From an optimization exercise on the open Yosys and OpenROAD flow, aimed at small area, a short achievable clock period and few clock cycles; shortcuts taken in it are not production practice.
RTL that was checked went through simulation tests only; none was proved equivalent to the original.
For runs 1 and 6, only the layout was checked, not whether the RTL still works.
Power figures rest on the tool's default switching activity, not on a simulated workload.

File: flow/config.mk
export PLATFORM = sky130hd
export DESIGN_NAME = round_filtered_step_chaser_core
export DESIGN_NICKNAME = round_filtered_step_chaser_core
export VERILOG_FILES = /design/flow/design.v
export SDC_FILE = /design/flow/constraint.sdc
export NUM_CORES = 4
export LEC_CHECK = 0
export CAP_MARGIN = 20
export CORE_MARGIN = 2
export CORE_UTILIZATION = 55
export SETUP_SLACK_MARGIN = 2.6
export SLEW_MARGIN = 20
File: flow/constraint.sdc
create_clock -name core_clock -period 5.0 [get_ports {clk}]
set_input_delay 1.0000 -clock core_clock [delete_from_list [all_inputs] [get_ports {clk}]]
set_output_delay 1.0000 -clock core_clock [all_outputs]
set_load 0.01 [all_outputs]
File: flow/design.v
package rfsc_pkg;
	localparam logic [1:0] OP_TICK  = 2'd0;
	localparam logic [1:0] OP_PLAY  = 2'd1;
	localparam logic [1:0] OP_STOP  = 2'd2;
	localparam logic [1:0] OP_WRITE = 2'd3;
	localparam logic [1:0] EV_ACT        = 2'd0;
	localparam logic [1:0] EV_DEACT      = 2'd1;
	localparam logic [1:0] EV_NONE_FOUND = 2'd2;
endpackage
module round_filtered_step_chaser_core (
	input  logic        clk,
	input  logic        arst_n,
	input  logic        cfg_we,
	input  logic [4:0]  cfg_wdata,
	input  logic        s_tvalid,
	output logic        s_tready,
	input  logic [1:0]  s_tuser,
	input  logic [71:0] s_tdata,
	output logic        m_tvalid,
	input  logic        m_tready,
	output logic [1:0]  m_tuser,
	output logic [23:0] m_tdata,
	output logic        m_tlast
);
	localparam logic [14:0] RN_TOP = 15'h7fff;
	logic [15:0] t_dm  [16];   
	logic [14:0] t_lo  [16];
	logic [14:0] t_hi  [16];
	logic [1:0]  t_fl  [16];
	logic [3:0]  last_q;       
	logic        playing_q;
	logic        srch_q;       
	logic        dq_q;         
	logic [7:0]  cnt_q;        
	logic [16:0] el_q;
	logic        sat_q;        
	logic [17:0] rem_q;        
	logic        dfl_q;        
	logic [3:0]  cp_q;         
	logic [15:0] ch_q;
	logic [14:0] cr_q;
	logic        inc_q;        
	logic [14:0] clo_q;        
	logic [14:0] chi_q;
	logic        cact_q;
	logic [15:0] cdm_q;
	logic        cdfl_q;
	logic        ov_q;         
	logic [1:0]  ok_q;
	logic [3:0]  os_q;
	logic [14:0] or_q;
	logic        ol_q;
	logic        pv_q;         
	logic [3:0]  ps_q;         
	logic        accept;
	logic        op_tick, op_play, op_stop, op_write;
	assign s_tready = !srch_q && !pv_q && (!ov_q || m_tready);
	assign accept   = s_tvalid && s_tready;
	assign op_tick  = accept && (s_tuser == rfsc_pkg::OP_TICK);
	assign op_play  = accept && (s_tuser == rfsc_pkg::OP_PLAY);
	assign op_stop  = accept && (s_tuser == rfsc_pkg::OP_STOP);
	assign op_write = accept && (s_tuser == rfsc_pkg::OP_WRITE);
	logic [3:0]  w_idx;
	logic [15:0] w_dur, w_min, w_ex, w_max;
	logic [15:0] w_dm;
	logic [14:0] lo_m, hi_m, w_lo, w_hi;
	logic        ex_on, never;
	assign w_idx = s_tdata[3:0];
	assign w_dur = s_tdata[19:4];
	assign w_min = s_tdata[35:20];
	assign w_ex  = s_tdata[51:36];
	assign w_max = s_tdata[67:52];
	assign w_dm  = w_dur - 16'd1;
	assign lo_m  = w_min[15] ? 15'd0 : w_min[14:0];
	assign hi_m  = w_max[15] ? RN_TOP : w_max[14:0];
	assign ex_on = !w_ex[15];
	assign never = (w_max[15] && (w_max != 16'hffff)) || (w_ex[15] && (w_ex != 16'hffff)) ||
		(ex_on && ((w_ex[14:0] < lo_m) || (w_ex[14:0] > hi_m)));
	assign w_lo  = ex_on ? w_ex[14:0] : lo_m;
	assign w_hi  = never ? 15'd0 : (ex_on ? w_ex[14:0] : hi_m);
	always_ff @(posedge clk) begin
		for (int i = 0; i < 16; i++) begin
			if (op_write && (w_idx == 4'(i))) begin
				t_dm[i] <= w_dm;
				t_lo[i] <= w_lo;
				t_hi[i] <= w_hi;
				t_fl[i] <= s_tdata[69:68];
			end
		end
	end
	logic [15:0] below;      
	always_comb for (int i = 0; i < 16; i++) below[i] = 4'(i) < last_q;
	logic        hit;
	logic        wrap;
	logic [3:0]  np;
	logic [15:0] nh;           
	logic [14:0] nr;
	logic [3:0]  cur;          
	logic [14:0] rn;           
	assign hit  = (cr_q >= clo_q) && (cr_q <= chi_q);
	assign wrap = !(|(ch_q & below));
	assign np   = wrap ? 4'd0 : cp_q + 4'd1;
	assign nh   = {ch_q[14:0] & below[14:0], wrap};
	assign nr   = (wrap && (cr_q != RN_TOP)) ? cr_q + 15'd1 : cr_q;
	assign cur  = (cp_q == 4'd0) ? last_q : cp_q - 4'd1;
	assign rn   = inc_q ? cr_q - 15'd1 : cr_q;
	logic [14:0] n_lo, n_hi;
	logic        n_act;
	logic [15:0] n_dm;
	logic        n_dfl;
	always_comb begin
		n_lo  = '0;
		n_hi  = '0;
		n_act = 1'b0;
		n_dm  = '0;
		n_dfl = 1'b0;
		for (int i = 0; i < 16; i++) begin
			n_lo  = n_lo  | (t_lo[i] & {15{nh[i]}});
			n_hi  = n_hi  | (t_hi[i] & {15{nh[i]}});
			n_act = n_act | (t_fl[i][0] & nh[i]);
			n_dm  = n_dm  | (t_dm[i] & {16{nh[i]}});
			n_dfl = n_dfl | (t_fl[i][1] & nh[i]);
		end
	end
	logic        adv;
	logic        sat;
	logic        try_c;        
	logic        nf;           
	logic        to_first;     
	logic [16:0] el_adv;
	logic [17:0] rem_adv;
	logic [17:0] cdm_x;        
	assign sat      = sat_q;
	assign adv      = rem_q[17];
	assign el_adv   = ~rem_q[16:0] + {16'd0, !sat};
	assign cdm_x    = {{2{cdm_q == 16'hffff}}, cdm_q};
	assign rem_adv  = cdm_x + rem_q + {17'd0, sat};
	assign try_c    = srch_q || (op_tick && playing_q && adv) || (op_play && !playing_q);
	assign nf       = srch_q && !hit && (cnt_q == 8'h80);
	assign to_first = (op_stop && playing_q) || nf;
	logic deact_ev;
	logic [3:0] old;
	assign deact_ev = srch_q ? dq_q : (op_tick && dfl_q);
	assign old      = srch_q ? ps_q : cur;
	always_ff @(posedge clk or negedge arst_n) begin
		if (!arst_n) begin
			last_q    <= 4'd0;
			playing_q <= 1'b0;
			srch_q    <= 1'b0;
			cp_q      <= 4'd0;
			ch_q      <= 16'd1;
			cr_q      <= 15'd1;
			ov_q      <= 1'b0;
			pv_q      <= 1'b0;
		end else begin
			if (cfg_we) begin
				if (cfg_wdata == 5'd0) last_q <= 4'd0;
				else if (cfg_wdata > 5'd16) last_q <= 4'd15;
				else last_q <= 4'(cfg_wdata - 5'd1);
			end
			if (ov_q && m_tready) begin
				ov_q <= pv_q;
				pv_q <= 1'b0;
			end
			if (op_play && !playing_q) playing_q <= 1'b1;
			if (op_stop && playing_q) begin
				playing_q <= 1'b0;
				if (dfl_q) ov_q <= 1'b1;
			end
			if (try_c) begin
				srch_q <= !hit && !nf;
				if (hit) begin
					if (cact_q || deact_ev) ov_q <= 1'b1;
					pv_q <= cact_q && deact_ev;
				end else if (nf) begin
					playing_q <= 1'b0;
					ov_q      <= 1'b1;
				end
			end
			if (to_first) begin
				cp_q <= 4'd0;
				ch_q <= 16'd1;
				cr_q <= 15'd1;
			end else if (try_c) begin
				cp_q <= np;
				ch_q <= nh;
				cr_q <= nr;
			end
		end
	end
	always_ff @(posedge clk) begin
		if (op_tick && playing_q) begin
			if (adv) begin
				el_q  <= el_adv;
				sat_q <= sat ? (rem_q[16:0] == 17'd0) : (rem_q[16:0] == 17'd1);
				rem_q <= rem_adv;
			end else begin
				el_q  <= el_q + 17'd1;
				sat_q <= el_q == 17'h1fffe;
				rem_q <= rem_q - 18'd1;
			end
		end
		if (op_play && !playing_q) begin
			el_q  <= 17'd0;
			sat_q <= 1'b0;
			rem_q <= cdm_x;
		end
		if (srch_q) rem_q <= cdm_x - {1'b0, el_q};
		if (op_write && (w_idx == cur)) begin
			rem_q <= {2'b00, w_dur} + ~{1'b0, el_q};
			dfl_q <= s_tdata[69];
		end
		if (to_first) begin
			clo_q  <= t_lo[0];
			chi_q  <= t_hi[0];
			cact_q <= t_fl[0][0];
			cdm_q  <= t_dm[0];
			cdfl_q <= t_fl[0][1];
		end else if (try_c) begin
			clo_q  <= n_lo;
			chi_q  <= n_hi;
			cact_q <= n_act;
			cdm_q  <= n_dm;
			cdfl_q <= n_dfl;
			inc_q  <= wrap && (cr_q != RN_TOP);
		end else if (op_write && (w_idx == cp_q)) begin
			clo_q  <= w_lo;
			chi_q  <= w_hi;
			cact_q <= s_tdata[68];
			cdm_q  <= w_dm;
			cdfl_q <= s_tdata[69];
		end
		if (ov_q && m_tready) begin
			ok_q <= rfsc_pkg::EV_DEACT;
			os_q <= ps_q;
			ol_q <= 1'b1;
		end
		if (op_stop && playing_q) begin
			ok_q <= rfsc_pkg::EV_DEACT;
			os_q <= cur;
			or_q <= rn;
			ol_q <= 1'b1;
		end
		if (try_c) begin
			if (!srch_q) begin
				dq_q   <= op_tick && dfl_q;
				ps_q   <= cur;
				cnt_q  <= 8'h01;
			end else begin
				cnt_q  <= {cnt_q[6:0], cnt_q[7] ^ cnt_q[5] ^ cnt_q[4] ^ cnt_q[3]};
			end
			ok_q <= (cact_q || nf) ? {nf, 1'b0} : rfsc_pkg::EV_DEACT;
			os_q <= (cact_q || nf) ? cp_q : old;
			or_q <= cr_q;
			ol_q <= !(cact_q && deact_ev) || nf;
			dfl_q <= cdfl_q;
		end
	end
	assign m_tvalid = ov_q;
	assign m_tuser  = ok_q;
	assign m_tdata  = {5'd0, or_q, os_q};
	assign m_tlast  = ol_q;
endmodule
File: flow/run.sh
#!/bin/bash
# synth_recipe.tcl (not shown) runs the flow's synth.tcl, then flattens the netlist and writes it again
# the make line also repeats each setting of config.mk as NAME=value (left out here)
make -C /OpenROAD-flow-scripts/flow DESIGN_CONFIG=/design/flow/config.mk WORK_HOME=/design/flow/orfs CLKGATE_MAP_FILE= SYNTH_SCRIPT=/design/flow/synth_recipe.tcl finish
==> impl_results.md, run 1 <==
* Max Cap Viol at 0
* Mapped Area at 0.0403 mm^2
* Fmax at 0.305 GHz
* I/O Buffers at 105
* Post-synth top cells: edfxtp_1 (871), nor2_1 (171), nand2_1 (151)
* FF/Latch Area at 0.0276 mm^2
* Hold WC Path Type: input port to asynchronous set/reset pin
* #FFs+latches synth at 931
* Crit-path max FO at 7
* Largest net degree at the start of global routing at 70
* Worst slew pin tran at 1.07 ns
* H-tree depth at 3
* Final WL at 159 mm
* Worst skew pair latency at 0.70 ns
* Drt wl/cell at 35.1 um
* Async SR Flop Fraction at 4.51%
* PD cells at 505 mW/mm^2
* Root Driver: clkbuf_16
* Flop pwr share at 35.8%
* Avg Cell Area, Syn at 14.2 um^2
* Synthesized instance count at 2,840
* Final critical-path share of the clock period at 65.7%
* Clock skew at 0.0695 ns
* Ys Warns at 5
* Most frequent cell after synthesis: edfxtp_1
* Max-slew violation count at 0
* Rows at 99
* Relative slew slack at 28.4%
* Comb power frac at 38.9%
* CP arrival at 3.71 ns
* Post-route DRC at 0
* Hold slack at 0.309 ns
* Int Power at 18.5 mW
* First-pass GRT wire length at 207 mm
* CP bufs+invs at 3
* CTS Sinks at 931
* Clk pwr share at 25.3%
* Initial DRC Count at 5,735
* Die Span Y at 275 um
* Clock transition at the registers of the reported paths at 0.07 ns
* R2r setup slk at 1.72 ns
* RSZ-0062 raised after global routing: yes
* Tot GR Track Use at 38.5%
* NetSw at 10.2 mW
* Multi-input gate area at 0.0144 mm^2
* Top Family by Delay on Critical Path: simple AND/OR/NAND/NOR gates
* CP peak stage delay at 0.60 ns
* Area delta synth->final at 40.9%
* Sequential area share after synthesis at 68.4%
* Die area at 0.0754 mm^2
* DIE WIDTH at 275 um
* Area leader, netlist: edfxtp_1
* Drt via density at 7.08
* Vias at 32,032
* CTS tree: built
* Setup TNS at 0 ns
* Synth top area cells: edfxtp_1 (65%), ha_1 (3.7%), a222oi_1 (3.6%)
* Endpoints failing setup at 0
* DPL Wire Length at 67.5 mm
* Nets@finish at 3,686
* IR drop worst, VDD at 0.000502 V
* I/O Pins at 113
* Antenna viol nets, final at 0
* Vias in the first global route at 29,593
* Status: complete, no violations
* CTS Hold Bufs at 0
* Pre-antenna DRT Iters at 9
* Initial core utilization at 55.4%
* Crit path kind: flop to flop
* Most used DFF post-synth: edfxtp_1
* Critical path launch point type: flop
* Initial antenna violation count at 4
* Sw Ratio at 35.5%
* RD Place Congestion at 0.894
* Inserted Clock Buffers at 97
* CP cell instances: inv_2, ha_4, nand4_1, or2_4, or3_4, o311ai_4, and2_4, nand2_8, buf_12, buf_16, a221o_1
* Minimum clock period at 3.28 ns
* CTS Buffer Depth at 3
* LEAKAGE at 20.4 nW
* Final Hold Viols at 0
* Overflow left after global routing at 0
* Crit path capture type: flop
* Req. time, crit path at 5.43 ns
* Slowest stage cell, crit path: edfxtp_1
* Number of synthesized flops with an enable pin at 871
* Layout cells sized above 1 at 32.9%
* Top-area cell type share of the netlist area at 64.9%
* Post-synth cell types at 80
* Fill cells at 3,955
* Core area at 0.0727 mm^2
-- what timing repair did --
item | 4_1_cts | 5_1_grt
resized for setup | 766 | 366
pin swaps | 166 | 126
buffers inserted | 259 | 97
endpoints found under the setup margin | 1498 | 1328
cloned | 99 | 41
-- worst reg2reg max path, cell delays in order (launching register included) --
cell	delay, ns
edfxtp_1	0.60
inv_2	0.11
ha_4	0.28
nand4_1	0.13
or2_4	0.28
or3_4	0.37
o311ai_4	0.11
and2_4	0.30
nand2_8	0.09
buf_12	0.16
buf_16	0.16
a221o_1	0.42
-- state kept, by name, indices dropped and copies added, names as in the netlist, 16 cells and up --
signal	flops
t_dm	256
t_hi	240
cdm_q	16
rem_q	18
t_lo	240
t_fl	32
el_q	17
-- cell families after synthesis --
family	count (synthesis)	share of synthesized area [%]
simple gates	627	7.68
compound gates	772	14.6
buf+inv	253	2.44
other cells	1	0.00931
fa+ha+maj	124	3.93
flops	931	68.4
mux	13	0.342
xor+xnor	119	2.59
-- layout by cell type (no fill, tap or decap), types with 20 or more instances in the layout --
cell	Yosys	routed
a21oi_2	0	25
ha_4	0	34
nand4_1	43	43
inv_1	87	66
a221oi_1	77	65
a31oi_1	45	24
nor2_1	171	123
o21ai_1	0	27
nor2_4	0	38
buf_8	0	36
a22oi_1	46	46
a222oi_1	144	144
a21oi_1	123	94
dfrtp_1	40	26
o21ai_0	113	73
nand3_1	43	36
clkbuf_16	0	130
dlygate4sd2_1	0	41
edfxtp_1	871	871
a21o_1	20	20
buf_12	0	94
ha_1	120	78
nor3_1	46	30
xor2_1	59	55
nand2_1	151	138
a221o_1	51	51
buf_4	5	182
clkbuf_1	142	28
xnor2_1	60	46
buf_6	1	151
nand2b_1	35	20
buf_16	0	101
a22o_1	46	46
-- stage by stage --
step / cells / utilization [%] / cell area, um^2 / setup slack [ns] / total power [mW]
6_report: 4523 / 78.0 / 56700 / 1.72 / 28.7
5_1_grt: 4520 / 78.0 / 56700 / 1.67 / 29.6
4_1_cts: 4382 / 73.8 / 53600 / 1.94 / 26.9
3_5_place_dp: 3842 / 59.3 / 43100 / 0.404 / 17.8
3_3_place_gp: 3842 / 59.3 / 43100 / 0.561 / 17.7
2_1_floorplan: 2844 / - / 40500 / 1.42 / 15.3
-- worst paths after layout --
| kind | depth (start not counted) | end | startpoint |
|---|---|---|---|
| setup / recovery | 11 | cdm_q[1]$_DFFE_PP_ | chi_q[10]$_DFFE_PP_ |
| hold / removal | 1 | cr_q[5]$_DFFE_PN0P_ | arst_n |
| setup reg to reg | 11 | cdm_q[1]$_DFFE_PP_ | chi_q[10]$_DFFE_PP_ |
| hold reg to reg | 2 | el_q[9]$_SDFFE_PP0P_ | el_q[9]$_SDFFE_PP0P_ |
| max in group asynchronous | 1 | last_q[3]$_DFFE_PN0P_ | arst_n |
| min in group core_clock | 2 | el_q[9]$_SDFFE_PP0P_ | el_q[9]$_SDFFE_PP0P_ |
-- area by class of cell --
| class | count | share of cell area [%] |
|---|---|---|
| Timing Repair Buffer | 698 | 17.6 |
| Multi-Input combinational cell | 1663 | 25.4 |
| Sequential cell | 931 | 48.6 |
| Tap cell | 959 | 2.11 |
| Clock inverter | 54 | 0.988 |
| Antenna cell | 3 | 0.0132 |
| Clock buffer | 128 | 4.56 |
| Inverter | 87 | 0.635 |
-- power by group through the flow --
| stage | Clock (mW) | Combinational [mW] | Sequential, mW |
|---|---|---|---|
| 6_report | 7.26 | 11.2 | 10.2 |
| 5_1_grt | 7.53 | 11.7 | 10.3 |
| 4_1_cts | 7.14 | 9.63 | 10.1 |
| 3_5_place_dp | 0 | 7.45 | 10.4 |
| 3_3_place_gp | 0 | 7.31 | 10.4 |
| 2_1_floorplan | 0 | 5.31 | 9.97 |
-- metal layers --
metal  track usage, %  up-vias  share of wire (%)
met1             50.8    15856                 35
met3             9.45      697                 13
li1                 -    12822                  -
met2             60.2     2651                 45
met5                0        -              0.021
met4             18.9        6                7.2
==> run 2: changes to the inputs <==
--- a/flow/design.v
+++ b/flow/design.v
@@ -30,6 +30,7 @@
 	logic [3:0]  last_q;       
 	logic        playing_q;
 	logic        srch_q;       
+	logic        fin_q;        
 	logic        dq_q;         
 	logic [7:0]  cnt_q;        
 	logic [16:0] el_q;
@@ -135,9 +136,9 @@
 	assign el_adv   = ~rem_q[16:0] + {16'd0, !sat};
 	assign cdm_x    = {{2{cdm_q == 16'hffff}}, cdm_q};
 	assign rem_adv  = cdm_x + rem_q + {17'd0, sat};
-	assign try_c    = srch_q || (op_tick && playing_q && adv) || (op_play && !playing_q);
-	assign nf       = srch_q && !hit && (cnt_q == 8'h80);
-	assign to_first = (op_stop && playing_q) || nf;
+	assign try_c    = (srch_q && !fin_q) || (op_tick && playing_q && adv) || (op_play && !playing_q);
+	assign nf       = srch_q && !fin_q && !hit && (cnt_q == 8'h80);
+	assign to_first = (op_stop && playing_q) || fin_q;
 	logic deact_ev;
 	logic [3:0] old;
 	assign deact_ev = srch_q ? dq_q : (op_tick && dfl_q);
@@ -147,6 +148,7 @@
 			last_q    <= 4'd0;
 			playing_q <= 1'b0;
 			srch_q    <= 1'b0;
+			fin_q     <= 1'b0;
 			cp_q      <= 4'd0;
 			ch_q      <= 16'd1;
 			cr_q      <= 15'd1;
@@ -168,7 +170,8 @@
 				if (dfl_q) ov_q <= 1'b1;
 			end
 			if (try_c) begin
-				srch_q <= !hit && !nf;
+				srch_q <= !hit;
+				fin_q  <= nf;
 				if (hit) begin
 					if (cact_q || deact_ev) ov_q <= 1'b1;
 					pv_q <= cact_q && deact_ev;
@@ -176,6 +179,10 @@
 					playing_q <= 1'b0;
 					ov_q      <= 1'b1;
 				end
+			end
+			if (fin_q) begin
+				srch_q <= 1'b0;
+				fin_q  <= 1'b0;
 			end
 			if (to_first) begin
 				cp_q <= 4'd0;
--- a/flow/config.mk
+++ b/flow/config.mk
@@ -7,6 +7,6 @@
 export LEC_CHECK = 0
 export CAP_MARGIN = 20
 export CORE_MARGIN = 2
-export CORE_UTILIZATION = 55
+export CORE_UTILIZATION = 40
 export SETUP_SLACK_MARGIN = 2.6
 export SLEW_MARGIN = 20
==> impl_results.md, run 2 <==
* R2R depth at 13 (+2)
* Final WL at 167 mm (+5.1%)
* Vias in the first global route at 29,670 (+0.26%)
* Initial core utilization at 40.4% (-15 points)
* Top-area cell type share of the netlist area at 64.7% (-0.21 points)
* Overflow left after global routing at 0 (unchanged)
* Top Family by Delay on Critical Path: compound AO/OA/AOI/OAI gates
* Initial DRC Count at 5,633 (-1.8%)
* RSZ-0062 raised after global routing: yes
* RD Place Congestion at 0.888 (-0.66%)
* Root Driver: clkbuf_16
* CTS Hold Bufs at 0 (unchanged)
* Relative slew slack at 31.2% (+2.7 points)
* Slowest stage cell, crit path: edfxtp_1
* DIE WIDTH at 322 um (+17%)
* Worst skew pair latency at 0.71 ns (about the same)
* Worst Slack Setup Final at 1.90 ns (+0.188 ns)
* Final critical-path share of the clock period at 61.9% (-3.8 points)
* Tot GR Track Use at 27.6% (-11 points)
* Endpoints failing setup at 0 (unchanged)
* Critical path launch point type: flop
* Pre-antenna DRT Iters at 13 (+4)
* Crit-path max FO at 2 (-5)
* R2r setup slk at 1.90 ns (+0.19 ns)
* Synthesized instance count at 2,833 (-0.25%)
* Most frequent cells in the layout: edfxtp_1 (871), buf_4 (220), clkbuf_16 (149), a222oi_1 (144), nand2_1 (140)
* Area delta synth->final at 41.6%
* Antenna viol nets, final at 0 (unchanged)
* CTS Buffer Depth at 3 (unchanged)
* Commonest non-fill, non-tap cell in the layout: edfxtp_1
* Worst slew pin tran at 1.03 ns (-0.0421 ns)
* Vias at 31,957 (-0.23%)
* #FFs+latches synth at 932 (+0.11%)
* Rows at 116 (+17%)
* RR Endpoint: rem_q[10]$_DFFE_PP_
* Max Cap Viol at 0 (unchanged)
* Setup TNS at 0 ns (unchanged)
* Clock skew at 0.0567 ns (-0.0128 ns)
* Die area at 0.104 mm^2 (+37%)
* Post-synth top cells: edfxtp_1 (871), nor2_1 (171), nand2_1 (155)
* Largest net degree at the start of global routing at 77 (+10%)
* Mapped Area at 0.0404 mm^2 (+0.32%)
* Drt via density at 6.58 (-7.1%)
* CP bufs+invs at 3 (unchanged)
* Final total power at 30.5 mW (+6.4%)
* Minimum clock period at 3.10 ns (-0.188 ns)
* Largest Register: t_dm
* I/O Pins at 113 (unchanged)
* Core area at 0.100 mm^2 (+38%)
* Crit path kind: flop to flop
* Area leader, netlist: edfxtp_1
* Layout cells sized above 1 at 33.2% (+0.34 points)
* Non-Filler Instances at 4,856 (+7.4%)
* CTS Sinks at 932 (+0.11%)
* Die Span Y at 322 um (+17%)
* Status: complete, no violations
* Post-route DRC at 0 (unchanged)
* Final Hold Viols at 0 (unchanged)
* DPL Wire Length at 71.5 mm (+5.8%)
* Async SR Flop Fraction at 4.61% (+0.10 points)
* Req. time, crit path at 5.56 ns (+0.13 ns)
* Max-slew violation count at 0 (unchanged)
* Largest registers: t_dm x256, t_hi x240, t_lo x240
* PD cells at 533 mW/mm^2 (+5.5%)
* CP cell instances: inv_2, fa_2, inv_2, fa_2, a211o_1, buf_4, a21o_1, a31o_4, a41oi_2, mux2i_1, a211oi_2, o21ai_1, o221a_2
* Most used DFF post-synth: edfxtp_1
* Hold WC Path Type: input port to asynchronous set/reset pin
* Fmax at 0.323 GHz (+6.1%)
* # placed instances at 4,160 (+8.3%)
* CP arrival at 3.65 ns (-0.06 ns)
* Number of synthesized flops with an enable pin at 871 (unchanged)
* Max reg flops at 256 (unchanged)
* Inserted Clock Buffers at 93 (-4.1%)
* Post-synth cell types at 84 (+5.0%)
* Hold slack at 0.328 ns (+0.0187 ns)
* H-tree depth at 3 (unchanged)
* LEAKAGE at 20.5 nW (+0.30%)
* Launch point of the worst reg-to-reg path: cdm_q[0]$_DFFE_PP_
* First-pass GRT wire length at 207 mm (-0.19%)
* CTS tree: built
* Sequential area share after synthesis at 68.3% (-0.15 points)
* Avg Cell Area, Syn at 14.3 um^2 (+0.56%)
* Ys Warns at 5 (unchanged)
* I/O Buffers at 105 (unchanged)
* Synth top area cells: edfxtp_1 (65%), ha_1 (3.7%), a222oi_1 (3.6%)
* Clock transition at the registers of the reported paths at 0.09 ns (+0.02 ns)
* Place WS at 0.239 ns (-0.166 ns)
* Crit path capture type: flop
* Initial antenna violation count at 2 (-2)
* CP peak stage delay at 0.49 ns (-0.11 ns)
* Nets@finish at 3,687 (+0.027%)
* Most frequent cell after synthesis: edfxtp_1
* Drt wl/cell at 34.3 um (-2.1%)
* IR drop worst, VDD at 0.000455 V (-9.3%)
[run 2: cell types whose count changed in the layout (fill, tap and decap cells not counted), moves of 28 or more]
cell / previous run / this run
buf_6: 151 / 105
buf_12: 94 / 122
a22oi_1: 46 / 10
a221oi_1: 65 / 28
buf_16: 101 / 71
buf_4: 182 / 220
a221oi_2: 12 / 66
[run 2: routing by layer]
metal / vias to the layer above / share of wire, % / wire length [um] / global-route usage, %
met5: - / 0.0078 / 13 / 0
met4: 2 / 7.3 / 12300 / 13.3
met1: 15832 / 34 / 57000 / 35.1
met2: 2617 / 44 / 74000 / 44.3
li1: 12832 / - / - / -
met3: 674 / 14 / 23500 / 6.86
[run 2: power breakdown]
group	internal (mW)	total (mW)	switching, mW
Combinational	5.79	12.9	7.09
Clock	4.26	7.40	3.14
Sequential	9.53	10.2	0.695
[run 2: worst max-delay path by stage]
| stage | start | slack, ns | cells past startpoint | to |
|---|---|---|---|---|
| 6_report | cdm_q[0]$_DFFE_PP_ | 1.90 | 13 | rem_q[10]$_DFFE_PP_ |
| 3_3_place_gp | s_tdata[67] | 0.31 | 12 | t_hi[12][13]$_DFFE_PP_ |
| 5_1_grt | cdm_q[0]$_DFFE_PP_ | 1.81 | 14 | rem_q[14]$_DFFE_PP_ |
| 2_1_floorplan | m_tready | 1.49 | 5 | t_dm[0][0]$_DFFE_PP_ |
| 4_1_cts | cdm_q[0]$_DFFE_PP_ | 1.98 | 12 | rem_q[16]$_DFFE_PP_ |
| 3_5_place_dp | s_tdata[67] | 0.24 | 12 | t_hi[4][3]$_DFFE_PP_ |
[run 2: layout make-up]
type	count	area [um^2]
repair inverters	1	6.26
flip-flops and latches	932	27600
clock buffers	109	2470
well taps	1298	1620
multi-input cells	1654	14400
clock inverters	62	682
inverters	98	395
diodes	3	7.51
repair buffers	699	9980
fillers	7273	42900
[run 2: worst reg2reg max path: stages, from the launching register on]
cell      delay [ns]
edfxtp_1        0.49
inv_2           0.12
fa_2            0.22
inv_2           0.05
fa_2            0.35
a211o_1         0.31
buf_4           0.15
a21o_1          0.21
a31o_4          0.24
a41oi_2         0.16
mux2i_1         0.23
a211oi_2        0.09
o21ai_1         0.17
o221a_2         0.19
[run 2: stage by stage]
step,instance area (um^2),util (%)
after detailed placement,43500,43.4
after global routing,57200,57.1
after global placement,43500,43.4
after CTS,53300,53.2
final,57200,57.1
after floorplan,40600,-
[run 2: cell families after synthesis]
family	Yosys count	share of synthesized area (%)
mux	27	0.681
other cells	1	0.00928
fa+ha+maj	126	3.96
compound gates	775	14.8
flops	932	68.3
simple gates	604	7.33
buf+inv	258	2.51
xor+xnor	110	2.38
[run 2: timing repair]
action	4_1_cts	5_1_grt
gates cloned	71	80
buffers inserted	277	94
hold endpoints to repair	0	0
gates resized for setup	732	285
endpoints found under the setup margin	1465	1286
pin swaps	236	159
Testbench counts of run 2, summed over its fixed seeds: cycles 11,029.
==> run 3: changes to the inputs <==
--- a/flow/config.mk
+++ b/flow/config.mk
@@ -8,5 +8,5 @@
 export CAP_MARGIN = 20
 export CORE_MARGIN = 2
 export CORE_UTILIZATION = 40
-export SETUP_SLACK_MARGIN = 2.6
+export SETUP_SLACK_MARGIN = 1.5
 export SLEW_MARGIN = 20
==> impl_results.md, run 3 <==
* Nets@finish at 3,185 (-14%)
* Vias at 26,598 (-17%)
* R2R depth at 12 (-1)
* Vias in the first global route at 26,168 (-12%)
* CTS Sinks at 932 (unchanged)
* Layout cells sized above 1 at 10.3% (-23 points)
* CP cell instances: clkdlybuf4s50_1, ha_1, fa_1, a21o_1, a21oi_1, o21ai_0, nand2b_1, o21ai_0, a21oi_1, xor2_1, o211ai_1
* #FFs+latches synth at 932 (unchanged)
* Largest registers: t_dm x256, t_hi x240, t_lo x240
* Overflow left after global routing at 0 (unchanged)
* Inserted Clock Buffers at 93 (unchanged)
* Area delta synth->final at 15.6%
* Synthesized instance count at 2,833 (unchanged)
* Post-route DRC at 0 (unchanged)
* Number of synthesized flops with an enable pin at 871 (unchanged)
* Crit-path max FO at 3 (+1)
* Largest Register: t_dm
* Non-Filler Instances at 4,344 (-11%)
* Drt wl/cell at 26.7 um (-22%)
* Post-synth cell types at 84 (unchanged)
* Fmax at 0.300 GHz (-7.2%)
* CTS tree: built
* Avg Cell Area, Syn at 14.3 um^2 (unchanged)
* Sequential area share after synthesis at 68.3% (unchanged)
* Final Hold Viols at 0 (unchanged)
* Req. time, crit path at 5.38 ns (-0.18 ns)
* I/O Buffers at 105 (unchanged)
* Largest net degree at the start of global routing at 77 (unchanged)
* R2r setup slk at 1.69 ns (-0.21 ns)
* Fill cells at 8,543 (+17%)
* Ys Warns at 5 (unchanged)
* Relative slew slack at 31.4% (+0.17 points)
* Most used DFF post-synth: edfxtp_1
* Commonest non-fill, non-tap cell in the layout: edfxtp_1
* CTS Buffer Depth at 3 (unchanged)
* # placed instances at 4,173 (+0.31%)
* Max Cap Viol at 0 (unchanged)
* Post-synth top cells: edfxtp_1 (871), nor2_1 (171), nand2_1 (155)
* Launch point of the worst reg-to-reg path: cdm_q[0]$_DFFE_PP_
* Initial DRC Count at 3,542 (-37%)
* Critical path launch point type: input port
* Crit path kind: input port to flop
* H-tree depth at 3 (unchanged)
* PD cells at 536 mW/mm^2 (+0.63%)
* Hold slack at 0.368 ns (+0.0404 ns)
* Die area at 0.104 mm^2 (unchanged)
* Core area at 0.100 mm^2 (unchanged)
* Minimum clock period at 3.33 ns (+0.239 ns)
* Max-slew violation count at 0 (unchanged)
* Endpoints failing setup at 0 (unchanged)
* CP peak stage delay at 0.49 ns (about the same)
* RSZ-0062 raised after global routing: yes
* Crit path capture type: flop
* CP arrival at 3.72 ns (+0.07 ns)
* Most frequent cells in the layout: edfxtp_1 (871), nand2_1 (153), nor2_1 (153), a222oi_1 (144), ha_1 (120)
* Antenna viol nets, final at 0 (unchanged)
* Synth top area cells: edfxtp_1 (65%), ha_1 (3.7%), a222oi_1 (3.6%)
* LEAKAGE at 15.9 nW (-22%)
* Initial antenna violation count at 3 (+1)
* Final critical-path share of the clock period at 66.7% (+4.8 points)
* Worst skew pair latency at 0.65 ns (-0.06 ns)
* Drt via density at 6.12 (-7.0%)
* Top Family by Delay on Critical Path: compound AO/OA/AOI/OAI gates
* Hold WC Path Type: input port to asynchronous set/reset pin
* I/O Pins at 113 (unchanged)
* Initial core utilization at 40.4% (unchanged)
* Final WL at 116 mm (-31%)
* DIE WIDTH at 322 um (unchanged)
* CP bufs+invs at 1 (-2)
* Most frequent cell after synthesis: edfxtp_1
* CTS Hold Bufs at 0 (unchanged)
* First-pass GRT wire length at 170 mm (-18%)
* RD Place Congestion at 0.905 (+1.9%)
* Status: complete, no violations
* Clock transition at the registers of the reported paths at 0.06 ns (-0.03 ns)
* Pre-antenna DRT Iters at 8 (-5)
* Max reg flops at 256 (unchanged)
* Top-area cell type share of the netlist area at 64.7% (unchanged)
* Area leader, netlist: edfxtp_1
* Slowest stage cell, crit path: clkdlybuf4s50_1
* IR drop worst, VDD at 0.000347 V (-24%)
* RR Endpoint: rem_q[16]$_DFFE_PP_
* Mapped Area at 0.0404 mm^2 (unchanged)
* Clock skew at 0.0234 ns (-0.0333 ns)
* Root Driver: clkbuf_16
* Worst slew pin tran at 1.03 ns (-0.00141 ns)
* Die Span Y at 322 um (unchanged)
* Setup TNS at 0 ns (unchanged)
* Async SR Flop Fraction at 4.61% (unchanged)
* Tot GR Track Use at 21.9% (-5.7 points)
* DPL Wire Length at 67.8 mm (-5.1%)
* Rows at 116 (unchanged)
run 3: how the worst max path moves through the flow:
stage               cells past startpoint                     to  startpoint
floorplan                               6  t_dm[13][0]$_DFFE_PP_    m_tready
global route                           10    rem_q[16]$_DFFE_PP_  s_tdata[4]
CTS                                     8    cdm_q[15]$_DFFE_PP_  s_tdata[4]
detailed placement                      8    cdm_q[15]$_DFFE_PP_  s_tdata[4]
finish                                 11    rem_q[12]$_DFFE_PP_  s_tdata[4]
global placement                        8    cdm_q[15]$_DFFE_PP_  s_tdata[4]
run 3: report_power, final:
group	internal [mW]	total [mW]	switching [mW]	leakage, nW
clock	3.95	6.85	2.90	1.44
combinational	3.16	7.99	4.83	5.77
sequential	9.52	10.2	0.702	8.73
total	16.6	25.1	8.43	15.9
run 3: timing repair:
| item | CTS | global route |
|---|---|---|
| setup endpoints to repair | 78 | 347 |
| pin swaps | 1 | 2 |
| hold endpoints to repair | 0 | 0 |
| buffers inserted | 0 | 7 |
| resized for setup | 3 | 14 |
run 3: cells by family (layout without fill, tap and decap cells):
kind of cell	after synthesis	after routing	synth area share, %
AO/OA/AOI/OAI	775	775	14.8
XOR/XNOR	110	110	2.38
adder cells (fa/ha/maj)	126	126	3.96
buffers and inverters	258	466	2.51
flip-flops	932	932	68.3
multiplexers	27	27	0.681
other	1	6	0.00928
AND/OR/NAND/NOR	604	604	7.33
run 3: final cells by class:
class / instances / area [um^2] / area share (%)
clock inverters: 39 / 417 / 0.892
multi-input cells: 1647 / 12100 / 26.0
clock buffers: 124 / 2530 / 5.41
diodes: 1 / 2.50 / 0.00536
inverters: 98 / 372 / 0.795
flip-flops and latches: 932 / 27600 / 59.1
well taps: 1298 / 1620 / 3.48
repair buffers: 205 / 2050 / 4.39
run 3: routing by layer:
metal  GRT usage, %  wire length [um]
met5              0                 0
met4           7.18              3060
met3           2.94             10100
met2           35.6             54500
met1           30.5             48100
run 3: per-stage QoR:
step / total power, mW / instance area [um^2] / worst slack [ns] / utilization, %
2_1_floorplan: 15.6 / 40500 / 0.706 / -
4_1_cts: 25.0 / 46600 / 1.49 / 46.5
6_report: 25.1 / 46700 / 1.67 / 46.7
3_5_place_dp: 18.2 / 43600 / 0.453 / 43.6
3_3_place_gp: 18.0 / 43600 / 0.623 / 43.5
5_1_grt: 26.3 / 46700 / 1.48 / 46.7
==> run 4: changes to the inputs <==
--- a/flow/config.mk
+++ b/flow/config.mk
@@ -8,5 +8,5 @@
 export CAP_MARGIN = 20
 export CORE_MARGIN = 2
 export CORE_UTILIZATION = 40
-export SETUP_SLACK_MARGIN = 1.5
+export SETUP_SLACK_MARGIN = 0.8
 export SLEW_MARGIN = 20
==> impl_results.md, run 4 <==
* Place WS at 0.648 ns (+0.195 ns)
* Crit-path max FO at 25 (+22)
* PD cells at 540 mW/mm^2 (+0.68%)
* Tot GR Track Use at 22.1% (+0.17 points)
* Crit path capture type: flop
* Post-synth cell types at 84 (unchanged)
* Final WL at 116 mm (+0.18%)
* Post-Layout Inst Area at 0.0467 mm^2 (about the same)
* Pre-antenna DRT Iters at 10 (+2)
* Inserted Clock Buffers at 94 (+1.1%)
* Rows at 116 (unchanged)
* CTS Sinks at 932 (unchanged)
* Sequential area share after synthesis at 68.3% (unchanged)
* Area leader, netlist: edfxtp_1
* Antenna viol nets, final at 0 (unchanged)
* DIE WIDTH at 322 um (unchanged)
* Placed cell area at 0.0436 mm^2 (about the same)
* Mapped Area at 0.0404 mm^2 (unchanged)
* Max reg flops at 256 (unchanged)
* Vias in the first global route at 26,197 (+0.11%)
* Post-Synth XOR/XNOR Area at 2.38% (unchanged)
* Synth top area cells: edfxtp_1 (65%), ha_1 (3.7%), a222oi_1 (3.6%)
* Max Cap Viol at 0 (unchanged)
* Adder-Cell Fraction of Synth Area at 3.96% (unchanged)
* Largest Register: t_dm
* Hold slack at 0.339 ns (-0.0294 ns)
* Root Driver: clkbuf_16
* Mux cell area share after synthesis at 0.681% (unchanged)
* Worst skew pair latency at 0.66 ns (about the same)
* Layout cells sized above 1 at 10.3% (-0.046 points)
* Post-route DRC at 0 (unchanged)
* Core area at 0.100 mm^2 (unchanged)
* I/O Pins at 113 (unchanged)
* Overflow left after global routing at 0 (unchanged)
* CP bufs+invs at 3 (+2)
* Status: complete, no violations
* Slowest stage cell, crit path: clkdlybuf4s50_1
* RD Place Congestion at 0.905 (about the same)
* CTS Buffer Depth at 3 (unchanged)
* RSZ-0062 raised after global routing: no
* Fill cells at 8,613 (+0.82%)
* #FFs+latches synth at 932 (unchanged)
* Clock skew at 0.0247 ns (+0.00134 ns)
* Most used cell, CP: nand2_2
* Synthesized instance count at 2,833 (unchanged)
* Die Span Y at 322 um (unchanged)
* DPL Wire Length at 69.3 mm (+2.2%)
* Fin util at 46.6% (about the same)
* CTS resizes at 0 (-3)
* Largest registers: t_dm x256, t_hi x240, t_lo x240
* Final Hold Viols at 0 (unchanged)
* Area delta synth->final at 15.6% (about the same)
* Worst slew pin tran at 1.05 ns (+0.0186 ns)
* Simple-Gate Fraction of Synth Area at 7.33% (unchanged)
* Drt via density at 6.11 (-0.24%)
* Avg Cell Area, Syn at 14.3 um^2 (unchanged)
* Crit path kind: input port to flop
* Hold WC Path Type: input port to asynchronous set/reset pin
* CP peak stage delay at 0.50 ns (about the same)
* IR drop worst, VDD at 0.000297 V (-14%)
* Max-slew violation count at 0 (unchanged)
* Most frequent cells in the layout: edfxtp_1 (871), nor2_1 (154), nand2_1 (153), a222oi_1 (144), ha_1 (120)
* Most used DFF post-synth: edfxtp_1
* Commonest non-fill, non-tap cell in the layout: edfxtp_1
* H-tree depth at 3 (unchanged)
* Async SR Flop Fraction at 4.61% (unchanged)
* Fmax at 0.266 GHz (-11%)
* Most frequent cell after synthesis: edfxtp_1
* Final critical-path share of the clock period at 75.3% (+8.6 points)
* Die area at 0.104 mm^2 (unchanged)
* Relative slew slack at 30.1% (-1.2 points)
* Initial antenna violation count at 2 (-1)
* Post-CTS setup buffers at 0 (unchanged)
* Final total power at 25.2 mW (+0.63%)
* Setup TNS at 0 ns (unchanged)
* Clock transition at the registers of the reported paths at 0.06 ns (about the same)
* Post-synth top cells: edfxtp_1 (871), nor2_1 (171), nand2_1 (155)
* CP cell instances: clkdlybuf4s50_1, nand2b_1, nand4_1, nor2b_1, nor2_1, nand2_2, inv_2, nand2_1, nand2_2, buf_4, a221o_1
* Area fraction in compound gates after synthesis at 14.8% (unchanged)
* Worst Slack Setup Final at 1.24 ns (-0.429 ns)
* Minimum clock period at 3.76 ns (+0.429 ns)
* Largest net degree at the start of global routing at 77 (unchanged)
* I/O Buffers at 105 (unchanged)
* Critical path launch point type: input port
* Ys Warns at 5 (unchanged)
* CTS Hold Bufs at 0 (unchanged)
* Number of synthesized flops with an enable pin at 871 (unchanged)
* CTS tree: built
* Req. time, crit path at 5.39 ns (about the same)
* Vias at 26,564 (-0.13%)
* Initial DRC Count at 3,806 (+7.5%)
* Main combinational cell family by area after synthesis: compound AO/OA/AOI/OAI gates
* # placed instances at 4,173 (unchanged)
* Drt wl/cell at 26.7 um (about the same)
* Top Family by Delay on Critical Path: simple AND/OR/NAND/NOR gates
* Top-area cell type share of the netlist area at 64.7% (unchanged)
* Initial core utilization at 40.4% (unchanged)
* CP arrival at 4.16 ns (+0.44 ns)
* Nets@finish at 3,180 (-0.16%)
* Non-Filler Instances at 4,349 (+0.12%)
* Endpoints failing setup at 0 (unchanged)
* First-pass GRT wire length at 171 mm (+0.92%)
* LEAKAGE at 15.9 nW (unchanged)
## run 4: cell counts after synthesis
Identical to the previous run, type by type.
## run 4: kinds of logic (layout without fill, tap and decap cells)
kind of cell    count (synthesis)  in the layout
simple gates                  604            604
other cells                     1              7
mux                            27             27
flops                         932            932
xor+xnor                      110            110
fa+ha+maj                     126            126
buf+inv                       258            470
compound gates                775            775
## run 4: worst paths after layout
kind / endpoint / slack, ns / start / cells after the start
setup / recovery: clo_q[11]$_DFFE_PP_ / 1.24 / m_tready / 11
hold / removal: cr_q[10]$_DFFE_PN0P_ / 0.34 / arst_n / 1
min in group core_clock: sat_q$_SDFFE_PP0P_ / 0.50 / sat_q$_SDFFE_PP0P_ / 2
setup reg to reg: clo_q[11]$_DFFE_PP_ / 1.28 / srch_q$_DFFE_PN0P_ / 11
hold reg to reg: sat_q$_SDFFE_PP0P_ / 0.50 / sat_q$_SDFFE_PP0P_ / 2
max in group asynchronous: ch_q[12]$_DFFE_PN0P_ / 4.22 / arst_n / 1
## run 4: report_power, final
part           internal [mW]  switching [mW]  total, mW
Combinational           3.14            4.89       8.03
Sequential              9.53           0.684       10.2
Clock                   3.99            2.99       6.98
## run 4: per-layer routing
metal | track usage (%) | part of all wire (%)
met1 | 31.0 | 42
met2 | 36.2 | 48
met3 | 3.13 | 8.8
met4 | 5.79 | 2.0
met5 | 0 | 0
## run 4: layout make-up
cell class	count	area [um^2]	share of cell area, %
sequential	932	27600	59.1
clock inverter	59	564	1.21
timing repair buffer	199	1940	4.15
tap	1298	1620	3.48
multi-input combinational	1647	12100	25.9
inverter	98	368	0.788
antenna	2	5.00	0.0107
clock buffer	114	2500	5.35
## run 4: worst register-to-register path, delay by kind of cell (launching register included)
kind                   cells  cell delay (ns)
AND/OR/NAND/NOR            7             1.69
buffers and inverters      3             0.88
flip-flops                 1             0.47
AO/OA/AOI/OAI              1             0.41
==> run 5: changes to the inputs <==
--- a/flow/config.mk
+++ b/flow/config.mk
@@ -8,5 +8,5 @@
 export CAP_MARGIN = 20
 export CORE_MARGIN = 2
 export CORE_UTILIZATION = 40
-export SETUP_SLACK_MARGIN = 0.8
+export SETUP_SLACK_MARGIN = 2.1
 export SLEW_MARGIN = 20
==> impl_results.md, run 5 <==
* DIE WIDTH at 322 um (unchanged)
* Final critical-path share of the clock period at 62.4% (-13 points)
* R2R depth at 13 (+2)
* Worst slew pin tran at 1.04 ns (-0.00499 ns)
* Layout cells sized above 1 at 17.7% (+7.4 points)
* Place WS at 0.239 ns (-0.409 ns)
* RR Endpoint: rem_q[10]$_DFFE_PP_
* R2r setup slk at 1.88 ns (+0.60 ns)
* First-pass GRT wire length at 180 mm (+5.4%)
* M1 GR Usage at 31.5% (+0.51 points)
* Comb power frac at 34.8% (+2.9 points)
* Relative slew slack at 30.4% (+0.33 points)
* Clock skew at 0.0358 ns (+0.0111 ns)
* Synth top area cells: edfxtp_1 (65%), ha_1 (3.7%), a222oi_1 (3.6%)
* CTS Sinks at 932 (unchanged)
* Avg Cell Area, Syn at 14.3 um^2 (unchanged)
* PD cells at 545 mW/mm^2 (+0.92%)
* Tot GR Track Use at 23.6% (+1.4 points)
* # placed instances at 4,160 (-0.31%)
* Fin util at 49.1% (+2.5 points)
* Sequential area share after synthesis at 68.3% (unchanged)
* Most used DFF post-synth: edfxtp_1
* Area leader, netlist: edfxtp_1
* Commonest non-fill, non-tap cell in the layout: edfxtp_1
* Non-Filler Instances at 4,444 (+2.2%)
* Drt wl/cell at 28.1 um (+5.5%)
* Largest Register: t_dm
* Pre-antenna DRT Iters at 7 (-3)
* Minimum clock period at 3.12 ns (-0.646 ns)
* Placed cell area at 0.0435 mm^2 (-0.24%)
* Worst Slack Setup Final at 1.88 ns (+0.646 ns)
* Nets@finish at 3,275 (+3.0%)
* Core area at 0.100 mm^2 (unchanged)
* Status: complete, no violations
* IR drop worst, VDD at 0.000404 V (+36%)
* Initial antenna violation count at 1 (-1)
* Synthesized instance count at 2,833 (unchanged)
* Hold WC Path Type: input port to asynchronous set/reset pin
* Post-route DRC at 0 (unchanged)
* Critical path launch point type: flop
* Post-Layout Inst Area at 0.0492 mm^2 (+5.3%)
* DPL Wire Length at 71.5 mm (+3.1%)
* GR Util met2 at 38.9% (+2.7 points)
* Int Power at 17.7 mW (+6.0%)
* Max-slew violation count at 0 (unchanged)
* Crit path kind: flop to flop
* Fmax at 0.321 GHz (+21%)
* Crit path capture type: flop
* Sw Ratio at 34.1% (+0.17 points)
* Area delta synth->final at 21.7%
* Async SR Flop Fraction at 4.61% (unchanged)
* NetSw at 9.15 mW (+6.8%)
* Largest net degree at the start of global routing at 77 (unchanged)
* I/O Buffers at 105 (unchanged)
* Initial core utilization at 40.4% (unchanged)
* Flop pwr share at 38.2% (-2.3 points)
* CTS Buffer Depth at 3 (unchanged)
* RSZ-0062 raised after global routing: yes
* #FFs+latches synth at 932 (unchanged)
* Largest registers: t_dm x256, t_hi x240, t_lo x240
* Launch point of the worst reg-to-reg path: cdm_q[0]$_DFFE_PP_
* Ys Warns at 5 (unchanged)
* CTS Hold Bufs at 0 (unchanged)
* Mapped Area at 0.0404 mm^2 (unchanged)
* Crit. Startpoint: cdm_q[0]$_DFFE_PP_
* Max Cap Viol at 0 (unchanged)
* H-tree depth at 3 (unchanged)
* Top-area cell type share of the netlist area at 64.7% (unchanged)
* CP arrival at 3.65 ns (-0.51 ns)
* Clock transition at the registers of the reported paths at 0.07 ns (about the same)
* Rows at 116 (unchanged)
* Hold slack at 0.345 ns (+0.00681 ns)
* Most frequent cell after synthesis: edfxtp_1
* Number of synthesized flops with an enable pin at 871 (unchanged)
* Met3 usage at 4.83% (+1.7 points)
* Overflow left after global routing at 0 (unchanged)
* Final WL at 125 mm (+7.8%)
* Endpoints failing setup at 0 (unchanged)
* Antenna viol nets, final at 0 (unchanged)
* Most frequent cells in the layout: edfxtp_1 (871), nand2_1 (147), a222oi_1 (144), nor2_1 (130), buf_4 (111)
* Final Hold Viols at 0 (unchanged)
* I/O Pins at 113 (unchanged)
* Clk pwr share at 27.0% (-0.7 points)
* Max reg flops at 256 (unchanged)
* Crit-path max FO at 3 (-88%)
* Post-synth top cells: edfxtp_1 (871), nor2_1 (171), nand2_1 (155)
* Setup TNS at 0 ns (unchanged)
* Vias at 27,479 (+3.4%)
* Req. time, crit path at 5.53 ns (+0.14 ns)
* LEAKAGE at 17.1 nW (+7.0%)
* Inserted Clock Buffers at 93 (-1.1%)
* Drt via density at 6.18 (+1.2%)
* CTS tree: built
* Die Span Y at 322 um (unchanged)
* Die area at 0.104 mm^2 (unchanged)
* Root Driver: clkbuf_16
* Final total power at 26.8 mW (+6.2%)
* Vias in the first global route at 27,305 (+4.2%)
* RD Place Congestion at 0.888 (-1.8%)
* Worst skew pair latency at 0.67 ns (about the same)
* Post-synth cell types at 84 (unchanged)
* GR peak layer: met2
* Initial DRC Count at 3,722 (-2.2%)
==> run 5: cell count changes in the layout (fill, tap and decap cells not counted), moves of 13 or more <==
cell,previous run,this run
clkdlybuf4s50_1,103,61
buf_4,79,111
buf_12,15,40
dlymetal6s2s_1,0,24
nor2_1,154,130
nor2_4,17,36
buf_6,1,19
a21oi_1,104,90
dlygate4sd2_1,0,14
a21oi_2,0,13
a221oi_1,97,84
==> run 5: how the worst max path moves through the flow <==
stage	slack [ns]	end	depth (start not counted)
2_1_floorplan	1.49	t_dm[0][0]$_DFFE_PP_	5
3_3_place_gp	0.31	t_hi[12][13]$_DFFE_PP_	12
3_5_place_dp	0.24	t_hi[4][3]$_DFFE_PP_	12
4_1_cts	1.90	rem_q[16]$_DFFE_PP_	12
5_1_grt	1.76	rem_q[14]$_DFFE_PP_	14
6_report	1.88	rem_q[10]$_DFFE_PP_	13
==> run 5: worst max-delay path, cell delays in order, from the launching register on <==
cell	delay, ns
edfxtp_1	0.48
inv_2	0.11
fa_2	0.21
inv_2	0.06
fa_2	0.40
a211o_1	0.32
buf_4	0.15
a21o_1	0.20
a31o_4	0.24
a41oi_2	0.16
mux2i_1	0.23
a211oi_2	0.09
o21ai_1	0.16
o221a_2	0.19
==> run 5: power groups by stage <==
| stage | clock network [mW] | registers [mW] | logic [mW] |
|---|---|---|---|
| finish | 7.23 | 10.2 | 9.33 |
| floorplan | 0 | 10.1 | 5.51 |
| global route | 7.60 | 10.3 | 10.1 |
| global placement | 0 | 10.4 | 7.68 |
| CTS | 7.31 | 10.2 | 8.89 |
| detailed placement | 0 | 10.4 | 7.89 |
==> run 5: cell type report <==
cell class / count / area [um^2]
diodes: 3 / 7.51
clock buffers: 109 / 2470
clock inverters: 62 / 682
fillers: 8350 / 51000
inverters: 98 / 384
multi-input cells: 1651 / 13100
flip-flops and latches: 932 / 27600
well taps: 1298 / 1620
repair buffers: 290 / 3280
repair inverters: 1 / 6.26
==> run 5: metal layers <==
layer / up-vias / part of all wire (%) / routed length [um]
li1: 11937 / - / -
met1: 13990 / 40 / 50100
met5: - / 0 / 0
met4: 0 / 2.4 / 2970
met3: 176 / 9.8 / 12300
met2: 1376 / 48 / 59700
==> run 5: repair_timing <==
action | 4_1_cts | 5_1_grt
cloned | 10 | 5
setup endpoints to repair | 927 | 899
resized for setup | 212 | 104
pin swaps | 67 | 33
buffers inserted | 66 | 29
==> run 5: logic make-up after synthesis <==
logic type / after synthesis / synth area share, %
flops: 932 / 68.3
buf+inv: 258 / 2.51
simple gates: 604 / 7.33
mux: 27 / 0.681
other cells: 1 / 0.00928
compound gates: 775 / 14.8
xor+xnor: 110 / 2.38
fa+ha+maj: 126 / 3.96
==> run 6: changes to the inputs <==
--- a/flow/design.v
+++ b/flow/design.v
@@ -30,6 +30,7 @@
 	logic [3:0]  last_q;       
 	logic        playing_q;
 	logic        srch_q;       
+	logic        stale_q;      
 	logic        fin_q;        
 	logic        dq_q;         
 	logic [7:0]  cnt_q;        
@@ -55,7 +56,7 @@
 	logic [3:0]  ps_q;         
 	logic        accept;
 	logic        op_tick, op_play, op_stop, op_write;
-	assign s_tready = !srch_q && !pv_q && (!ov_q || m_tready);
+	assign s_tready = !srch_q && !stale_q && !pv_q && (!ov_q || m_tready);
 	assign accept   = s_tvalid && s_tready;
 	assign op_tick  = accept && (s_tuser == rfsc_pkg::OP_TICK);
 	assign op_play  = accept && (s_tuser == rfsc_pkg::OP_PLAY);
@@ -135,7 +136,12 @@
 	assign adv      = rem_q[17];
 	assign el_adv   = ~rem_q[16:0] + {16'd0, !sat};
 	assign cdm_x    = {{2{cdm_q == 16'hffff}}, cdm_q};
-	assign rem_adv  = cdm_x + rem_q + {17'd0, sat};
+	logic [9:0]  ra_lo;
+	logic [8:0]  ra_h0, ra_h1;
+	assign ra_lo    = {1'b0, cdm_x[8:0]} + {1'b0, rem_q[8:0]} + {9'd0, sat};
+	assign ra_h0    = cdm_x[17:9] + rem_q[17:9];
+	assign ra_h1    = cdm_x[17:9] + rem_q[17:9] + 9'd1;
+	assign rem_adv  = {ra_lo[9] ? ra_h1 : ra_h0, ra_lo[8:0]};
 	assign try_c    = (srch_q && !fin_q) || (op_tick && playing_q && adv) || (op_play && !playing_q);
 	assign nf       = srch_q && !fin_q && !hit && (cnt_q == 8'h80);
 	assign to_first = (op_stop && playing_q) || fin_q;
@@ -149,6 +155,7 @@
 			playing_q <= 1'b0;
 			srch_q    <= 1'b0;
 			fin_q     <= 1'b0;
+			stale_q   <= 1'b0;
 			cp_q      <= 4'd0;
 			ch_q      <= 16'd1;
 			cr_q      <= 15'd1;
@@ -180,6 +187,7 @@
 					ov_q      <= 1'b1;
 				end
 			end
+			stale_q <= op_write && (w_idx == cur) && playing_q;
 			if (fin_q) begin
 				srch_q <= 1'b0;
 				fin_q  <= 1'b0;
@@ -213,8 +221,9 @@
 			rem_q <= cdm_x;
 		end
 		if (srch_q) rem_q <= cdm_x - {1'b0, el_q};
+		if (stale_q) rem_q <= rem_q + ~{1'b0, el_q};
 		if (op_write && (w_idx == cur)) begin
-			rem_q <= {2'b00, w_dur} + ~{1'b0, el_q};
+			rem_q <= {2'b00, w_dur};
 			dfl_q <= s_tdata[69];
 		end
 		if (to_first) begin
==> impl_results.md, run 6 <==
* Status: complete, no violations
* Rows at 117 (+0.86%)
* Ys Warns at 5 (unchanged)
* Overflow left after global routing at 0 (unchanged)
* Most frequent cell after synthesis: edfxtp_1
* Largest Register: t_dm
* First-pass GRT wire length at 180 mm (-0.11%)
* #FFs+latches synth at 933 (+0.11%)
* R2R depth at 13 (unchanged)
* Slowest stage cell, crit path: edfxtp_1
* Sequential area share after synthesis at 67.6% (-0.73 points)
* Final WL at 127 mm (+1.3%)
* Sw Ratio at 35.6% (+1.5 points)
* Root Driver: clkbuf_16
* Commonest non-fill, non-tap cell in the layout: edfxtp_1
* Max-slew violation count at 0 (unchanged)
* R2r setup slk at 1.87 ns (about the same)
* Drt wl/cell at 26.5 um (-5.6%)
* Area leader, netlist: edfxtp_1
* Max Cap Viol at 0 (unchanged)
* Mux cell area share after synthesis at 0.707% (+0.026 points)
* Setup TNS at 0 ns (unchanged)
* Largest net degree at the start of global routing at 66 (-14%)
* DPL Wire Length at 70.7 mm (-1.1%)
* Launch point of the worst reg-to-reg path: cdm_q[0]$_DFFE_PP_
* Main combinational cell family by area after synthesis: compound AO/OA/AOI/OAI gates
* RR Endpoint: rem_q[8]$_DFFE_PP_
* Synthesized instance count at 2,971 (+4.9%)
* Inserted Clock Buffers at 92 (-1.1%)
* Initial antenna violation count at 4 (+3)
* I/O Buffers at 105 (unchanged)
* Relative slew slack at 41.6% (+11 points)
* Layout cells sized above 1 at 22.1% (+4.4 points)
* NetSw at 9.90 mW (+8.2%)
* Clk pwr share at 24.5% (-2.5 points)
* Critical path launch point type: flop
* Clock skew at 0.0240 ns (-0.0118 ns)
* Post-Synth XOR/XNOR Area at 2.64% (+0.25 points)
* Vias at 28,451 (+3.5%)
* RD Place Congestion at 0.850 (-4.3%)
* Most frequent cells in the layout: edfxtp_1 (869), buf_4 (240), nand2_1 (203), a222oi_1 (144), nor2_1 (119)
* Final Hold Viols at 0 (unchanged)
* Crit-path max FO at 2 (-1)
* RSZ-0062 raised after global routing: yes
* Post-synth cell types at 89 (+6.0%)
* Final critical-path share of the clock period at 62.5% (+0.18 points)
* CTS Sinks at 933 (+0.11%)
* Crit path kind: flop to flop
* I/O Pins at 113 (unchanged)
* IR drop worst, VDD at 0.000373 V (-7.7%)
* Worst slew pin tran at 0.852 ns (-0.192 ns)
* Mapped Area at 0.0409 mm^2 (+1.1%)
* Largest registers: t_dm x256, t_hi x240, t_lo x240
* Adder-Cell Fraction of Synth Area at 4.03% (+0.067 points)
* CP arrival at 3.52 ns (-0.13 ns)
* Synth top area cells: edfxtp_1 (64%), ha_1 (3.7%), a222oi_1 (3.5%)
* Async SR Flop Fraction at 4.72% (+0.10 points)
* Area fraction in compound gates after synthesis at 13.8% (-1.0 points)
* Minimum clock period at 3.13 ns (+0.00899 ns)
* Flop pwr share at 36.6% (-1.6 points)
* CTS Hold Bufs at 0 (unchanged)
* Vias in the first global route at 27,167 (-0.51%)
* PD cells at 554 mW/mm^2 (+1.6%)
* Core area at 0.102 mm^2 (+1.4%)
* Die area at 0.105 mm^2 (+1.1%)
* Final total power at 27.8 mW (+3.7%)
* Int Power at 17.9 mW (+1.4%)
* Most used DFF post-synth: edfxtp_1
* Max reg flops at 256 (unchanged)
* Nets@finish at 3,538 (+8.0%)
* Simple-Gate Fraction of Synth Area at 8.66% (+1.3 points)
* Tot GR Track Use at 23.3% (-0.21 points)
* Area delta synth->final at 22.9%
* Hold WC Path Type: input port to asynchronous set/reset pin
* Drt via density at 5.96 (-3.6%)
* Req. time, crit path at 5.40 ns (-0.13 ns)
* Die Span Y at 324 um (+0.54%)
* Clock transition at the registers of the reported paths at 0.06 ns (about the same)
* Top-area cell type share of the netlist area at 63.9% (-0.85 points)
* Crit path capture type: flop
* Initial DRC Count at 4,020 (+8.0%)
* DIE WIDTH at 324 um (+0.54%)
* LEAKAGE at 17.6 nW (+3.4%)
* H-tree depth at 3 (unchanged)
* CP cell instances: inv_2, fa_2, inv_2, fa_2, a21o_1, a21oi_2, o21bai_2, a2111oi_2, nor3_2, xnor2_1, a21oi_1, o311ai_2, a31oi_1
* Post-synth top cells: edfxtp_1 (869), nand2_1 (210), nor2_1 (159)
* Initial core utilization at 40.2% (-0.14 points)
* Antenna viol nets, final at 0 (unchanged)
* Fmax at 0.320 GHz (-0.29%)
* Comb power frac at 38.9% (+4.1 points)
* Pre-antenna DRT Iters at 8 (+1)
* Worst skew pair latency at 0.68 ns (about the same)
* Avg Cell Area, Syn at 13.8 um^2 (-3.6%)
* CTS Buffer Depth at 3 (unchanged)
* Number of synthesized flops with an enable pin at 869 (-0.23%)
* Endpoints failing setup at 0 (unchanged)
* CP peak stage delay at 0.48 ns (about the same)
* Fill cells at 8,763 (+4.9%)
* CTS tree: built
* # diodes at 0 (-3)
* Post-route DRC at 0 (unchanged)
-- run 6: cell count changes in the layout (fill, tap and decap cells not counted), sizes merged, moves of 34 or more --
cell,before,now
nand4,30,64
a221oi,97,54
a22oi,12,98
o21ai,100,154
a22o,62,20
nand2,155,210
buf,184,325
a31oi,57,12
-- run 6: worst max-delay path by stage --
stage	end	startpoint	cells after the start	slack, ns
final	rem_q[8]$_DFFE_PP_	cdm_q[0]$_DFFE_PP_	13	1.87
after global routing	rem_q[8]$_DFFE_PP_	cdm_q[0]$_DFFE_PP_	13	1.72
after CTS	rem_q[8]$_DFFE_PP_	cdm_q[0]$_DFFE_PP_	13	1.89
after detailed placement	cdm_q[13]$_DFFE_PP_	s_tdata[7]	9	0.63
after global placement	cdm_q[13]$_DFFE_PP_	s_tdata[6]	9	0.64
after floorplan	cact_q$_DFFE_PP_	m_tready	4	0.64
-- run 6: final cells by class --
cell class / count / area (um^2) / share of cell area [%]
sequential: 933 / 27600 / 55.0
multi-input combinational: 1773 / 13600 / 27.1
timing repair buffer: 424 / 3890 / 7.74
clock buffer: 113 / 2400 / 4.78
tap: 1368 / 1710 / 3.41
clock inverter: 58 / 541 / 1.08
inverter: 103 / 405 / 0.807
-- run 6: power groups by stage --
stage                     sequential, mW  clock (mW)  combinational, mW
after global routing                10.2        7.16               11.8
final                               10.2        6.81               10.8
after CTS                           10.1        6.87               9.87
after global placement              10.4           0               8.86
after floorplan                     10.1           0               6.18
after detailed placement            10.4           0               8.93
-- run 6: cell families (layout without fill, tap and decap cells) --
group,count (synthesis),after routing
AO/OA/AOI/OAI,762,765
XOR/XNOR,123,123
adder cells (fa/ha/maj),129,129
buffers and inverters,272,698
flip-flops,933,933
multiplexers,28,28
other,1,5
AND/OR/NAND/NOR,723,723
-- run 6: per-layer routing --
layer | routed length [um] | GRT usage [%] | share of wire [%]
met5 | 24 | 0 | 0.019
met3 | 12800 | 4.09 | 10
met4 | 2480 | 5.69 | 2.0
met2 | 59800 | 37.9 | 47
met1 | 51500 | 32.6 | 41
-- run 6: repair_timing --
action | CTS | global route
setup endpoints to repair | 1097 | 509
pin swaps | 89 | 88
setup buffers | 104 | 74
resized for setup | 299 | 195
cloned | 13 | 4
-- run 6: stage by stage --
stage	setup WS, ns	cells	instance area, um^2	utilization, %	hold WS (ns)
floorplan	0.645	2975	41000	-	0.447
global placement	0.642	4406	44300	43.6	0.468
detailed placement	0.628	4406	44300	43.6	0.480
CTS	1.89	4694	48900	48.1	0.419
global route	1.72	4772	50200	49.4	0.462
finish	1.87	4772	50200	49.4	0.409
-- run 6: worst max-delay path: cells and delay by family (launching register included) --
kind | cells | cell delay [ns]
compound gates | 7 | 1.37
xor+xnor | 1 | 0.16
fa+ha+maj | 2 | 0.59
buf+inv | 2 | 0.16
flops | 1 | 0.48
simple gates | 1 | 0.10

==> afterwards: timing with drivers on the ports <==
The results above use ideal ports. As a check the final layouts listed here were re-extracted and re-timed, cells and wires unchanged. Step 1 (the two cells are an assumption about what drives the block):
set clk [get_ports {clk}]
set_driving_cell -lib_cell sky130_fd_sc_hd__clkbuf_16 $clk
set_driving_cell -lib_cell sky130_fd_sc_hd__buf_2 [delete_from_list [all_inputs] $clk]
Step 2 also shifts input and output timing later by t, the mid clock arrival at the registers, as if the neighbouring blocks saw the same clock. Slacks: no drivers / after step 1 / after step 2; pairs: no drivers / after step 1.
run | shift t [ns] | setup WS [ns] | hold WS [ns] | worst setup path at the end | pins driven straight from the clock port
run 1 | 0.738 | 1.717 / 1.717 / 1.323 | 0.309 / 0.262 / 0.512 | input to register | 1
run 2 | 0.756 | 1.905 / 1.905 / 1.492 | 0.328 / 0.347 / 0.511 | input to register | 1
run 3 | 0.712 | 1.665 / 1.690 / 1.005 | 0.368 / 0.378 / 0.508 | input to register | 1
run 4 | 0.726 | 1.236 / 1.281 / 0.556 | 0.339 / 0.340 / 0.496 | input to register | 1
run 5 | 0.727 | 1.882 / 1.882 / 1.228 | 0.345 / 0.356 / 0.509 | input to register | 1
run 6 | 0.739 | 1.873 / 1.873 / 1.417 | 0.409 / 0.365 / 0.487 | input to register | 1
After both steps setup and hold are still met in every run listed. The setup slack of run 4, which loses most, moves by +0.045 ns with the drivers and by -0.680 ns with both steps.
